This design comes from an exercise in tuning for small area and a short achievable clock period on the open sky130 flow, not from production work.
RTL that was checked went through simulation tests only; none was proved equivalent to the original.
Power is estimated from default activity; no workload was simulated.

Design flow_switch_top, start of the top module:
module flow_switch_top (
	input  logic                        clk,
	input  logic                        reset_L,
	input  logic                        i_psel,
	input  logic                        i_penable,
	input  logic                        i_pwrite,
	input  logic [4-1:0]          i_paddr,
	input  logic [8-1:0]          i_pwdata,
	output logic [8-1:0]          o_prdata,
	output logic                        o_pready,
	output logic                        o_pslverr,
	input  logic [4-1:0]          i_push,
	input  logic [4*6-1:0]  i_in_data,
	input  logic [4-1:0]          i_pop,
	output logic [4*6-1:0]  o_out_data,
	output logic [4-1:0]          o_out_empty
);
Size: ~2,500 cells after synthesis, ~32,000 um^2 of cells after synthesis.
Settings: LEC_CHECK=0, CAP_MARGIN=20, CORE_MARGIN=2, CORE_UTILIZATION=45, PLACE_DENSITY=0.6, SLEW_MARGIN=20; clock period 5.0 ns.
run.sh (not shown) runs the stock make flow with config.mk's settings and CLKGATE_MAP_FILE= SYNTH_SCRIPT=/design/flow/synth_recipe.tcl, a recipe that flattens the netlist after the stock synthesis.
The starting point produced a clean layout.
Next try:
SETUP_SLACK_MARGIN = 2.8   (was unset)
=> Setup slack gains 1.1 ns; global-route usage increases by 1.6 points; routed wire length rises by 12%; worst hold slack barely changes; maximum frequency rises by 38%; total power went up by 1.7%; cell area increases by 13%; final cell count went up by 6.6%; non-clock buffer count goes up by 240; area after synthesis stays the same; via count goes up by 7.5%.
Function was not checked in any run of this note: the RTL went through the layout flow alone.


Another version of the RTL of flow_switch_top (not shown whole).
Size in the first run: ~87 I/O pins.
## flow_switch_top
module flow_switch_top (
	input  logic                        clk,
	input  logic                        reset_L,
	input  logic                        i_psel,
	input  logic                        i_penable,
	input  logic                        i_pwrite,
	input  logic [4-1:0]          i_paddr,
	input  logic [8-1:0]          i_pwdata,
	output logic [8-1:0]          o_prdata,
	output logic                        o_pready,
	output logic                        o_pslverr,
	input  logic [4-1:0]          i_push,
	input  logic [4*6-1:0]  i_in_data,
	input  logic [4-1:0]          i_pop,
	output logic [4*6-1:0]  o_out_data,
	output logic [4-1:0]          o_out_empty
);
==> flow/config.mk <==
export PLATFORM = sky130hd
export DESIGN_NAME = flow_switch_top
export DESIGN_NICKNAME = flow_switch_top
export VERILOG_FILES = /design/flow/design.v
export SDC_FILE = /design/flow/constraint.sdc
export NUM_CORES = 4
export LEC_CHECK = 0
export CAP_MARGIN = 20
export CORE_MARGIN = 2
export CORE_UTILIZATION = 45
export CTS_BUF_LIST = sky130_fd_sc_hd__clkbuf_8
export CTS_CLUSTER_DIAMETER = 50
export CTS_CLUSTER_SIZE = 16
export PLACE_DENSITY = 0.6
export SETUP_SLACK_MARGIN = 2.1
export SLEW_MARGIN = 20
==> flow/constraint.sdc <==
create_clock -name core_clock -period 5.0 [get_ports {clk}]
set_input_delay 1.0000 -clock core_clock [delete_from_list [all_inputs] [get_ports {clk}]]
set_output_delay 1.0000 -clock core_clock [all_outputs]
set_load 0.01 [all_outputs]
standard.sh (not shown) runs the stock make flow with config.mk's settings and CLKGATE_MAP_FILE= SYNTH_SCRIPT=/design/flow/synth_recipe.tcl, a recipe that flattens the netlist after the stock synthesis.
==> flow/flow/run.sh <==
#!/bin/bash
# Standard synthesis, then the combinational logic re-mapped by ABC with a
# delay target (registers untouched), then the standard layout steps.
set -euo pipefail
W=$(pwd)
R=$W/orfs/results/$FLOW_PLATFORM/flow_switch_top/base
LIB=$FLOW_HOME/platforms/sky130hd/lib/sky130_fd_sc_hd__tt_025C_1v80.lib
DELAY=${REMAP_DELAY_PS:-2000}
bash standard.sh synth > $W/synth.log 2>&1
cp $R/1_2_yosys.v $W/std_synth.v
sed -e "s|@LIB@|$LIB|g" -e "s|@IN@|$W/std_synth.v|g" -e "s|@OUT@|$W/remap.v|g" \
    -e "s|@DELAY@|$DELAY|g" -e "s|@CONSTR@|$W/flow/abc.constr|g" flow/remap.ys.in > $W/remap.ys
yosys -s $W/remap.ys > $W/remap.log 2>&1
cp $W/remap.v $R/1_2_yosys.v
rm -f $R/1_synth.odb $R/1_synth.sdc
bash standard.sh MATCH_CELL_FOOTPRINT=0 'BUFFER_PORTS_ARGS=-buffer_cell sky130_fd_sc_hd__buf_2' finish > $W/finish.log 2>&1
Other scripts of this flow, unchanged in this note and not shown: flow/flow/abc.constr, flow/flow/remap.ys.in
The baseline completed with no timing, DRC or antenna violations.
Next try:
- CORE_UTILIZATION: 45 -> 60
- PLACE_DENSITY: 0.6 -> 0.7
- SETUP_SLACK_MARGIN: 2.1 -> 2.2
Outcome:
- sequential share of layout area goes up by 0.96 points
- worst hold slack stays flat
- sequential power is about the same
- routed wire length fell by 1.9%
- setup slack is worse by 25 ps
- register-to-register slack gains 40 ps
- via count went up by 0.47%
- power fell by 6.6%
- combinational power barely changes
- non-clock buffer count increases by 10
Next try:
- CORE_UTILIZATION: 60 -> 45
- CTS_BUF_LIST: sky130_fd_sc_hd__clkbuf_8 -> sky130_fd_sc_hd__clkbuf_4 sky130_fd_sc_hd__clkbuf_8
- PLACE_DENSITY: 0.7 -> 0.6
=> Area after synthesis is unchanged. Global-route usage goes down by 6.2 points. Setup slack improves by 120 ps. Non-clock buffer count goes down by 3. Power goes up by a few percent. Cell count goes up by roughly a tenth.
Next try:
- CTS_BUF_LIST: sky130_fd_sc_hd__clkbuf_4 sky130_fd_sc_hd__clkbuf_8 -> sky130_fd_sc_hd__clkbuf_8
- SETUP_SLACK_MARGIN: 2.2 -> 2.6
The new run went through all stages and came out clean.
Synthesized cell count is unchanged.
Fmax went down by 1.9%.
Non-clock buffer count came out higher by 171.
Core utilization came out higher by 5.5 points.
Via count came out higher by 6.9%.
Worst setup slack gets worse by 53 ps.
Die area stays the same.
Cell area increases by 11%.
Area after synthesis stays the same.
Clock power hardly moves.
Next try:
- SETUP_SLACK_MARGIN: 2.6 -> 2.2
- die area is unchanged
- wire length fell by 9.4%
- cell count fell by 5.3%
- register-to-register slack improves by 90 ps
- combinational power fell by 16%
- cell area fell by 9.7%
- synthesized area does not change


run A:
flow_switch_top again, from the RTL that the note above started with.
// flow_switch_top
module flow_switch_top (
	input  logic                        clk,
	input  logic                        reset_L,
	input  logic                        i_psel,
	input  logic                        i_penable,
	input  logic                        i_pwrite,
	input  logic [4-1:0]          i_paddr,
	input  logic [8-1:0]          i_pwdata,
	output logic [8-1:0]          o_prdata,
	output logic                        o_pready,
	output logic                        o_pslverr,
	input  logic [4-1:0]          i_push,
	input  logic [4*6-1:0]  i_in_data,
	input  logic [4-1:0]          i_pop,
	output logic [4*6-1:0]  o_out_data,
	output logic [4-1:0]          o_out_empty
);
	logic [4-1:0]              in_empty;
	logic [4-1:0]              in_error;
	logic [4-1:0][6-1:0] in_head;
	logic [4-1:0]              in_pop;
	logic [4-1:0]              out_empty;
	logic [4-1:0]              out_af;
	logic [4-1:0]              out_error;
	logic [4-1:0]              out_wr;
	logic [3:0]                      xfer_data;
	logic                            enable;
	logic [3:0]                      af;
	logic                            af_wr;
  ...
export LEC_CHECK = 0
export CAP_MARGIN = 20
export CORE_MARGIN = 2
export CORE_UTILIZATION = 45
export CTS_BUF_LIST = sky130_fd_sc_hd__clkbuf_8
export CTS_CLUSTER_DIAMETER = 50
export CTS_CLUSTER_SIZE = 16
export PLACE_DENSITY = 0.6
export SETUP_SLACK_MARGIN = 2.5
export SLEW_MARGIN = 20
create_clock -name core_clock -period 5.0 [get_ports {clk}]
==> flow/flow/run.sh <==
#!/bin/bash
# Standard synthesis, then the combinational logic re-mapped by ABC with a
# delay target (registers untouched), then the standard layout steps.
set -euo pipefail
W=$(pwd)
R=$W/orfs/results/$FLOW_PLATFORM/flow_switch_top/base
LIB=$FLOW_HOME/platforms/sky130hd/lib/sky130_fd_sc_hd__tt_025C_1v80.lib
DELAY=${REMAP_DELAY_PS:-2000}
bash standard.sh synth > $W/synth.log 2>&1
cp $R/1_2_yosys.v $W/std_synth.v
sed -e "s|@LIB@|$LIB|g" -e "s|@IN@|$W/std_synth.v|g" -e "s|@OUT@|$W/remap.v|g" \
    -e "s|@DELAY@|$DELAY|g" flow/remap.ys.in > $W/remap.ys
yosys -s $W/remap.ys > $W/remap.log 2>&1
cp $W/remap.v $R/1_2_yosys.v
rm -f $R/1_synth.odb $R/1_synth.sdc
bash standard.sh finish > $W/finish.log 2>&1
Other scripts of this flow, unchanged in this note and not shown: flow/flow/remap.ys.in
> inputs changed (run A -> run B)
- CTS_CLUSTER_SIZE removed (was 16)
- SETUP_SLACK_MARGIN changed from 2.5 to 2.2
- CTS_CLUSTER_DIAMETER removed (was 50)
- CTS_BUF_LIST removed (was sky130_fd_sc_hd__clkbuf_8)
Results
The area after synthesis was comparable across run B and run A.
Taking run A as the reference, in run B total length of routed met3 wires now smaller, cell depth of the worst flop-to-flop path lower, power has increased, share of total power in the clock network now sits higher, non-clock buffer count has decreased.
Run B completed every stage of the flow, and the final layout passed the timing, DRC and antenna checks.
In run B, the fraction of power consumed by combinational cells came out 3.4 points below the value in run A.
Run B vs run A — wire length reported by the detailed router dropped by a little under 10%
Run B vs run A: multi-input gate area in the final layout down
Run B reports a lower wire length of the first global-routing pass than run A does.
### run B -> run C
- an added CTS_CLUSTER_DIAMETER of 50
- an added CTS_BUF_LIST of sky130_fd_sc_hd__clkbuf_8
- an added CTS_CLUSTER_SIZE of 16
diff --git a/flow/flow/run.sh b/flow/flow/run.sh
--- a/flow/flow/run.sh
+++ b/flow/flow/run.sh
@@ -16 +16 @@
-bash standard.sh finish > $W/finish.log 2>&1
+bash standard.sh MATCH_CELL_FOOTPRINT=0 finish > $W/finish.log 2>&1
- The post-layout worst setup margin in run C was lower than what run B gave.
- Run B -> run C: total grt overflow delta 0, exact match
- Run C vs. run B: total number of vias held steady, footprint of the multi-input gates grew by 54 sq um.
- The final reports for run C and run B show clock skew higher in the former.
- Count of clock-buffer cells in the layout went down by more than 10% going from run B to run C.
- Higher worst reg-to-reg path cell count among run B and run C: run C
- Diff run C..run B | detailed placer's ending HPWL | negligible
- Run B -> run C: total power decreased by more than 10%
Changes in run D relative to run C:
- changing SETUP_SLACK_MARGIN from 2.2 to 2.5
### Flow results
Summary of run D over run C: global-route met3 utilization now sits at about the same level, global-route met1 utilization now sits higher, hold slack now sits at about the same level, power density relative to cell area now sits lower. Diff run C -> run D: global-route wire length before repair higher, total wire length higher, design area higher. Setup slack: run D more than run C. On HPWL after detailed placement, run D and run C are basically level.

-- afterwards: timing with drivers on the ports --
In the flow no input, the clock included, has a driving cell. The finished layouts below were timed again as built, in two steps. Step 1 assumes that a clkbuf_16 drives the clock port and a buf_2 every other input. Step 2 times the ports against the registers' clock, not the clock port: input delays grow and output delays shrink by t, the midpoint of the rising clock arrivals with the driver on. Slacks: ideal / step 1 / step 2; pairs: ideal / step 1.
| run | t, ns | slack for setup (ns) | worst setup path at the end |
|---|---|---|---|
| the first run of note 1 | 0.669 | 0.873 / 0.850 / 0.280 | input to register |
| the second run of note 1 | 0.673 | 2.003 / 2.003 / 1.474 | input to register |
| the first run of note 2 | 0.739 | 2.112 / 2.112 / 1.873 | input to register |
| the second run of note 2 | 0.750 | 2.087 / 1.983 / 1.797 | input to register |
| the third run of note 2 | 0.746 | 2.209 / 2.133 / 1.836 | input to register |
| the fourth run of note 2 | 0.762 | 2.156 / 2.070 / 1.987 | input to register |
| the fifth run of note 2 | 0.749 | 2.201 / 2.124 / 1.839 | input to register |
| run A | 0.754 | 2.125 / 2.092 / 1.765 | input to register |
| run B | 0.674 | 2.162 / 2.126 / 1.650 | input to register |
| run C | 0.743 | 2.153 / 2.117 / 1.600 | input to register |
| run D | 0.734 | 2.172 / 2.140 / 1.957 | input to register |
After both steps setup and hold are still met in every run listed. For the first run of note 1, which loses most, drivers alone change the setup slack by -0.023 ns; drivers and shift together by -0.593 ns.
